Context: an optimization exercise on an open-source flow, tuned for a short achievable clock period. The choices shown serve that exercise and are no tape-out recipe.
Function was checked by simulation only, so behaviour that the tests miss may differ from the original.
Power and IR drop assume default switching activity.

Setup of run a:
// next_pc_predictor
module next_pc_predictor #(
    parameter int                    ADDR_WIDTH  = 32,
    parameter int                    BTB_ENTRIES = 16,
    parameter int                    RAS_DEPTH   = 4,
    parameter logic [ADDR_WIDTH-1:0] RESET_PC    = 'h0040_0000
) (
    input  logic                  CLOCK,
    input  logic                  RESET,
    input  logic                  Stall_IN,
    output logic [ADDR_WIDTH-1:0] FetchAddress_OUT,
    output logic                  PredictedTaken_OUT,
    output logic [ADDR_WIDTH-1:0] PredictedTarget_OUT,
    input  logic                  Update_IN,
    input  logic [ADDR_WIDTH-1:0] UpdateAddress_IN,
    input  logic                  UpdateTaken_IN,
    input  logic [ADDR_WIDTH-1:0] UpdateTarget_IN,
    input  logic [1:0]            UpdateKind_IN,
    input  logic                  Mispredict_IN,
    input  logic [ADDR_WIDTH-1:0] RedirectAddress_IN
);
Size in the first run: roughly 1300 flip-flops, roughly 88000 µm² of cells after synthesis.
make LEC_CHECK=0 CAP_MARGIN=20 CORE_MARGIN=2 CORE_UTILIZATION=40 SETUP_SLACK_MARGIN=4.0 SLEW_MARGIN=20 finish   # period 7.0 ns
run.sh (not shown) runs the stock make flow with config.mk's settings and CLKGATE_MAP_FILE= SYNTH_SCRIPT=/design/flow/synth_recipe.tcl, a recipe that flattens the netlist after the stock synthesis.
Setup changes, run a to run b
--- a/flow/design.v
+++ b/flow/design.v
@@ -85,32 +85,37 @@
     logic [ADDR_WIDTH-1:0] btbTarget [N];
     logic [1:0]            btbKind   [N];
     logic [1:0]            btbCtr    [N];
     logic [ADDR_WIDTH-1:0] pcQ, pcPlus4Q, takenTgtQ;
     logic [ADDR_WIDTH-1:0] pc;           
     logic [ADDR_WIDTH-1:0] pcPlus4;      
     logic                  predTaken;    
     logic                  predNotSel;   
     logic                  predSel;
     logic                  outSel;       
+    logic                  outSelB;      
     logic [ADDR_WIDTH-1:0] pcI;          
     logic [ADDR_WIDTH-1:0] pcPlus4I;     
     logic [ADDR_WIDTH-1:0] takenTgt;     
     logic                  predCall;     
     logic                  predRet;      
     assign pc      = pcQ ^ RESET_PC;
     assign pcPlus4 = pcPlus4Q ^ RESET_PC4;
     assign takenTgt = takenTgtQ ^ RESET_PC4;
     assign predSel  = !predNotSel;
     assign FetchAddress_OUT    = pc;
     assign PredictedTaken_OUT  = predTaken;
-    assign PredictedTarget_OUT = outSel ? takenTgt : pcPlus4;
+    localparam int HALF = ADDR_WIDTH / 2;
+    assign PredictedTarget_OUT[HALF-1:0] =
+        outSel ? takenTgt[HALF-1:0] : pcPlus4[HALF-1:0];
+    assign PredictedTarget_OUT[ADDR_WIDTH-1:HALF] =
+        outSelB ? takenTgt[ADDR_WIDTH-1:HALF] : pcPlus4[ADDR_WIDTH-1:HALF];
     logic [IDXW-1:0]       updIdx;
     logic [TAGW-1:0]       updTag;
     logic [N-1:0]          uSel;         
     logic [N-1:0]          uHit;         
     logic [N-1:0]          wTaken;       
     logic [1:0]            nCtr [N];     
     assign updIdx = UpdateAddress_IN[IDXW+1:2];
     assign updTag = UpdateAddress_IN[ADDR_WIDTH-1:IDXW+2];
     for (genvar i = 0; i < N; i++) begin : g_upd
         assign uSel[i]   = Update_IN && (updIdx == IDXW'(i));
@@ -237,21 +242,22 @@
     assign aPlus4 = predSel ? tPlus4   : nPlus4;
     assign aTaken = predSel ? tTaken   : nTaken;
     assign aTgt   = predSel ? tTgt     : nTgt;
     assign aCall  = predSel ? tCall    : nCall;
     assign aRet   = predSel ? tRet     : nRet;
     logic                  nxTaken;
     logic [ADDR_WIDTH-1:0] nxTgt;
     assign nxTaken = Mispredict_IN ? rTaken : Stall_IN ? sTaken : aTaken;
     assign nxTgt   = Mispredict_IN ? rTgt   : Stall_IN ? sTgt   : aTgt;
     always_ff @(posedge CLOCK) begin
-        outSel <= nxTaken;
+        outSel  <= nxTaken;
+        outSelB <= nxTaken && !RESET;
         if (RESET) begin
             pcI      <= RESET_PC;
             pcPlus4I <= RESET_PC4;
         end else if (Mispredict_IN) begin
             pcI      <= RedirectAddress_IN;
             pcPlus4I <= rPlus4;
         end else if (!Stall_IN) begin
             pcI      <= aPc;
             pcPlus4I <= aPlus4;
         end
### Flow results
- Run b vs. run a: met1 routed wirelength after detailed routing went down; number of clock buffers in the layout down 6; post-route standard cell area excluding fillers saw a decrease; total global-route track usage -0.50 points; total length of routed wires lower.
- Run b vs. run a: maximum number of pins on one net before global-route repair lower; design internal power shows a reduction of 1.1%; worst hold-check slack now sits at about the same level; part of the power in combinational logic moved down.
- Per the comparison of run b with run a, total buffers and inverters traversed by the critical path lost 1; layout buffer count excluding clock buffers rose 2.5%; number of multi-input logic gates shows a reduction of 30.
- When the final numbers for run b and run a were put side by side, the met3 wirelength from detailed routing turned out to be smaller in run a.

== v1 ==
next_pc_predictor, a different RTL version from the one above (not shown whole).
Size: ~8000 cells after synthesis, roughly 170 I/O pins, ~93000 µm² of cells after synthesis.
// next_pc_predictor
module next_pc_predictor #(
    parameter int                    ADDR_WIDTH  = 32,
    parameter int                    BTB_ENTRIES = 16,
    parameter int                    RAS_DEPTH   = 4,
    parameter logic [ADDR_WIDTH-1:0] RESET_PC    = 'h0040_0000
) (
    input  logic                  CLOCK,
    input  logic                  RESET,
    input  logic                  Stall_IN,
    output logic [ADDR_WIDTH-1:0] FetchAddress_OUT,
    output logic                  PredictedTaken_OUT,
    output logic [ADDR_WIDTH-1:0] PredictedTarget_OUT,
    input  logic                  Update_IN,
    input  logic [ADDR_WIDTH-1:0] UpdateAddress_IN,
    input  logic                  UpdateTaken_IN,
    input  logic [ADDR_WIDTH-1:0] UpdateTarget_IN,
    input  logic [1:0]            UpdateKind_IN,
    input  logic                  Mispredict_IN,
    input  logic [ADDR_WIDTH-1:0] RedirectAddress_IN
);
  ...
Settings: LEC_CHECK=0, CAP_MARGIN=20, CORE_MARGIN=2, CORE_UTILIZATION=40, SETUP_SLACK_MARGIN=4.0, SLEW_MARGIN=20; clock period 7.0 ns.
## Diff of input files: v32 against v1
-- flow/design.v --
<<< v1, line 86
    logic [1:0]            btbKind   [N];
    logic [1:0]            btbCtr    [N];
    logic [ADDR_WIDTH-1:0] pcQ, pcPlus4Q, takenTgtQ;
    logic [ADDR_WIDTH-1:0] pc;           
    logic [ADDR_WIDTH-1:0] pcPlus4;      
    logic                  predTaken;    
    logic                  predNotSel;   
    logic                  predSel;
    logic                  outSel;       
    logic [ADDR_WIDTH-1:0] pcI;          
    logic [ADDR_WIDTH-1:0] takenTgt;     
    logic                  predCall;     
>>> v32, line 86
    logic [1:0]            btbKind   [N];
    logic [1:0]            btbCtr    [N];
    logic [ADDR_WIDTH-1:0] pcQ, pcPlus4Q;
    logic [ADDR_WIDTH-1:0] pc;           
    logic [ADDR_WIDTH-1:0] pcPlus4;      
    logic                  predTaken;    
    logic [ADDR_WIDTH-1:0] takenTgt;     
    logic                  predCall;     
<<< v1, line 99
    assign pc      = pcQ ^ RESET_PC;
    assign pcPlus4 = pcPlus4Q ^ RESET_PC4;
    assign takenTgt = takenTgtQ ^ RESET_PC4;
    assign predSel  = !predNotSel;
    assign FetchAddress_OUT    = pc;
    assign PredictedTaken_OUT  = predTaken;
    assign PredictedTarget_OUT = outSel ? takenTgt : pcPlus4;
    logic [IDXW-1:0]       updIdx;
    logic [TAGW-1:0]       updTag;
>>> v32, line 95
    assign pc      = pcQ ^ RESET_PC;
    assign pcPlus4 = pcPlus4Q ^ RESET_PC4;
    assign FetchAddress_OUT    = pc;
    assign PredictedTaken_OUT  = predTaken;
    assign PredictedTarget_OUT = predTaken ? takenTgt : pcPlus4;
    logic [IDXW-1:0]       updIdx;
    logic [TAGW-1:0]       updTag;
<<< v1, line 197
        .taken(rTaken), .takenTarget(rTgt), .isCall(rCall), .isRet(rRet));
    npc_lookup #(.ADDR_WIDTH(ADDR_WIDTH), .N(N)) u_lkS (
        .pcIn(pcI),
        .tagFlat(tagFlat), .tgtFlat(tgtFlat), .kindFlat(kindFlat),
        .vpVec(vpVec), .vqVec(vqVec), .vzVec(vzVec),
>>> v32, line 191
        .taken(rTaken), .takenTarget(rTgt), .isCall(rCall), .isRet(rRet));
    npc_lookup #(.ADDR_WIDTH(ADDR_WIDTH), .N(N)) u_lkS (
        .pcIn(pc),
        .tagFlat(tagFlat), .tgtFlat(tgtFlat), .kindFlat(kindFlat),
        .vpVec(vpVec), .vqVec(vqVec), .vzVec(vzVec),
<<< v1, line 222
    logic [ADDR_WIDTH-1:0] aPc, aPlus4, aTgt;
    logic                  aTaken, aCall, aRet;
    assign aPc    = predSel ? takenTgt : pcPlus4;
    assign aPlus4 = predSel ? tPlus4   : nPlus4;
    assign aTaken = predSel ? tTaken   : nTaken;
    assign aTgt   = predSel ? tTgt     : nTgt;
    assign aCall  = predSel ? tCall    : nCall;
    assign aRet   = predSel ? tRet     : nRet;
    logic                  nxTaken;
    logic [ADDR_WIDTH-1:0] nxTgt;
    assign nxTaken = Mispredict_IN ? rTaken : Stall_IN ? sTaken : aTaken;
    assign nxTgt   = Mispredict_IN ? rTgt   : Stall_IN ? sTgt   : aTgt;
    always_ff @(posedge CLOCK) begin
        outSel <= nxTaken;
        if (RESET) begin
            pcI <= RESET_PC;
        end else if (Mispredict_IN) begin
            pcI <= RedirectAddress_IN;
        end else if (!Stall_IN) begin
            pcI <= aPc;
        end
    end
    always_ff @(posedge CLOCK or posedge RESET) begin
        if (RESET) begin
            pcQ       <= '0;
            pcPlus4Q  <= '0;
            predTaken  <= 1'b0;
            predNotSel <= 1'b0;
            takenTgtQ  <= '0;
            predCall  <= 1'b0;
            predRet   <= 1'b0;
>>> v32, line 216
    logic [ADDR_WIDTH-1:0] aPc, aPlus4, aTgt;
    logic                  aTaken, aCall, aRet;
    assign aPc    = predTaken ? takenTgt : pcPlus4;
    assign aPlus4 = predTaken ? tPlus4   : nPlus4;
    assign aTaken = predTaken ? tTaken   : nTaken;
    assign aTgt   = predTaken ? tTgt     : nTgt;
    assign aCall  = predTaken ? tCall    : nCall;
    assign aRet   = predTaken ? tRet     : nRet;
    always_ff @(posedge CLOCK or posedge RESET) begin
        if (RESET) begin
            pcQ       <= '0;
            pcPlus4Q  <= '0;
            predTaken <= 1'b0;
            takenTgt  <= '0;
            predCall  <= 1'b0;
            predRet   <= 1'b0;
<<< v1, line 254
            pcQ       <= RedirectAddress_IN ^ RESET_PC;
            pcPlus4Q  <= rPlus4 ^ RESET_PC4;
            predTaken  <= nxTaken;
            predNotSel <= !nxTaken;
            takenTgtQ  <= nxTgt ^ RESET_PC4;
            predCall  <= rCall;
            predRet   <= rRet;
        end else if (Stall_IN) begin
            predTaken  <= nxTaken;
            predNotSel <= !nxTaken;
            takenTgtQ  <= nxTgt ^ RESET_PC4;
            predCall  <= sCall;
            predRet   <= sRet;
>>> v32, line 233
            pcQ       <= RedirectAddress_IN ^ RESET_PC;
            pcPlus4Q  <= rPlus4 ^ RESET_PC4;
            predTaken <= rTaken;
            takenTgt  <= rTgt;
            predCall  <= rCall;
            predRet   <= rRet;
        end else if (Stall_IN) begin
            predTaken <= sTaken;
            takenTgt  <= sTgt;
            predCall  <= sCall;
            predRet   <= sRet;
<<< v1, line 268
            pcQ       <= aPc ^ RESET_PC;
            pcPlus4Q  <= aPlus4 ^ RESET_PC4;
            predTaken  <= nxTaken;
            predNotSel <= !nxTaken;
            takenTgtQ  <= nxTgt ^ RESET_PC4;
            predCall  <= aCall;
            predRet   <= aRet;
>>> v32, line 245
            pcQ       <= aPc ^ RESET_PC;
            pcPlus4Q  <= aPlus4 ^ RESET_PC4;
            predTaken <= aTaken;
            takenTgt  <= aTgt;
            predCall  <= aCall;
            predRet   <= aRet;
## What came out
In summary, v32 completed successfully, with a layout that passed the timing, DRC and antenna checks. Of v32 and v1, v1 shows the higher complex-gate fraction of the synthesized area, with v32 below it. v32 vs. v1: starting density of the core went down; power density over the cells went down; final area went down. Between v1 and v32, global-route wire length before repair decreased. v1 has higher die area than v32. Going from v1 to v32, the fraction of power consumed by combinational cells was found to have gone down by 0.7 points. Total power: v32 below v1. v32 against v1: CTS H-tree depth neither gained nor lost much; area overhead of the layout relative to synthesis now smaller.

static timing again, ports no longer ideal:
No port has a modelled driver above. Below, the same layouts with a new extraction and two added sets of constraints. Step 1 sets driving cells, clkbuf_16 on the clock port and buf_2 on the other inputs (assumed; they add their load-dependent delay and slew). Step 2 also shifts input and output timing later by t, the mid clock arrival at the registers, as if the neighbouring blocks saw the same clock. a / b / c = no drivers / after step 1 / after step 2; a / b = the first two.
run | shift t [ns] | setup WS [ns] | hold slack, ns | latest minus earliest clock arrival (ns) | worst register clock-pin slew, ns
run a | 0.954 | 3.379 / 3.204 / 2.250 | 0.446 / 0.446 / 0.446 | 0.082 / 0.082 | 0.07 / 0.07
run b | 0.951 | 3.353 / 3.353 / 2.500 | 0.448 / 0.448 / 0.448 | 0.073 / 0.073 | 0.08 / 0.08
v1 | 0.971 | 3.239 / 3.239 / 2.480 | 0.447 / 0.447 / 0.447 | 0.086 / 0.086 | 0.07 / 0.07
v32 | 0.960 | 3.313 / 3.229 / 2.499 | 0.450 / 0.450 / 0.450 | 0.090 / 0.089 | 0.08 / 0.08
After both steps setup and hold are still met in every run listed. For run a, which loses most, drivers alone change the setup slack by -0.175 ns; drivers and shift together by -1.129 ns.
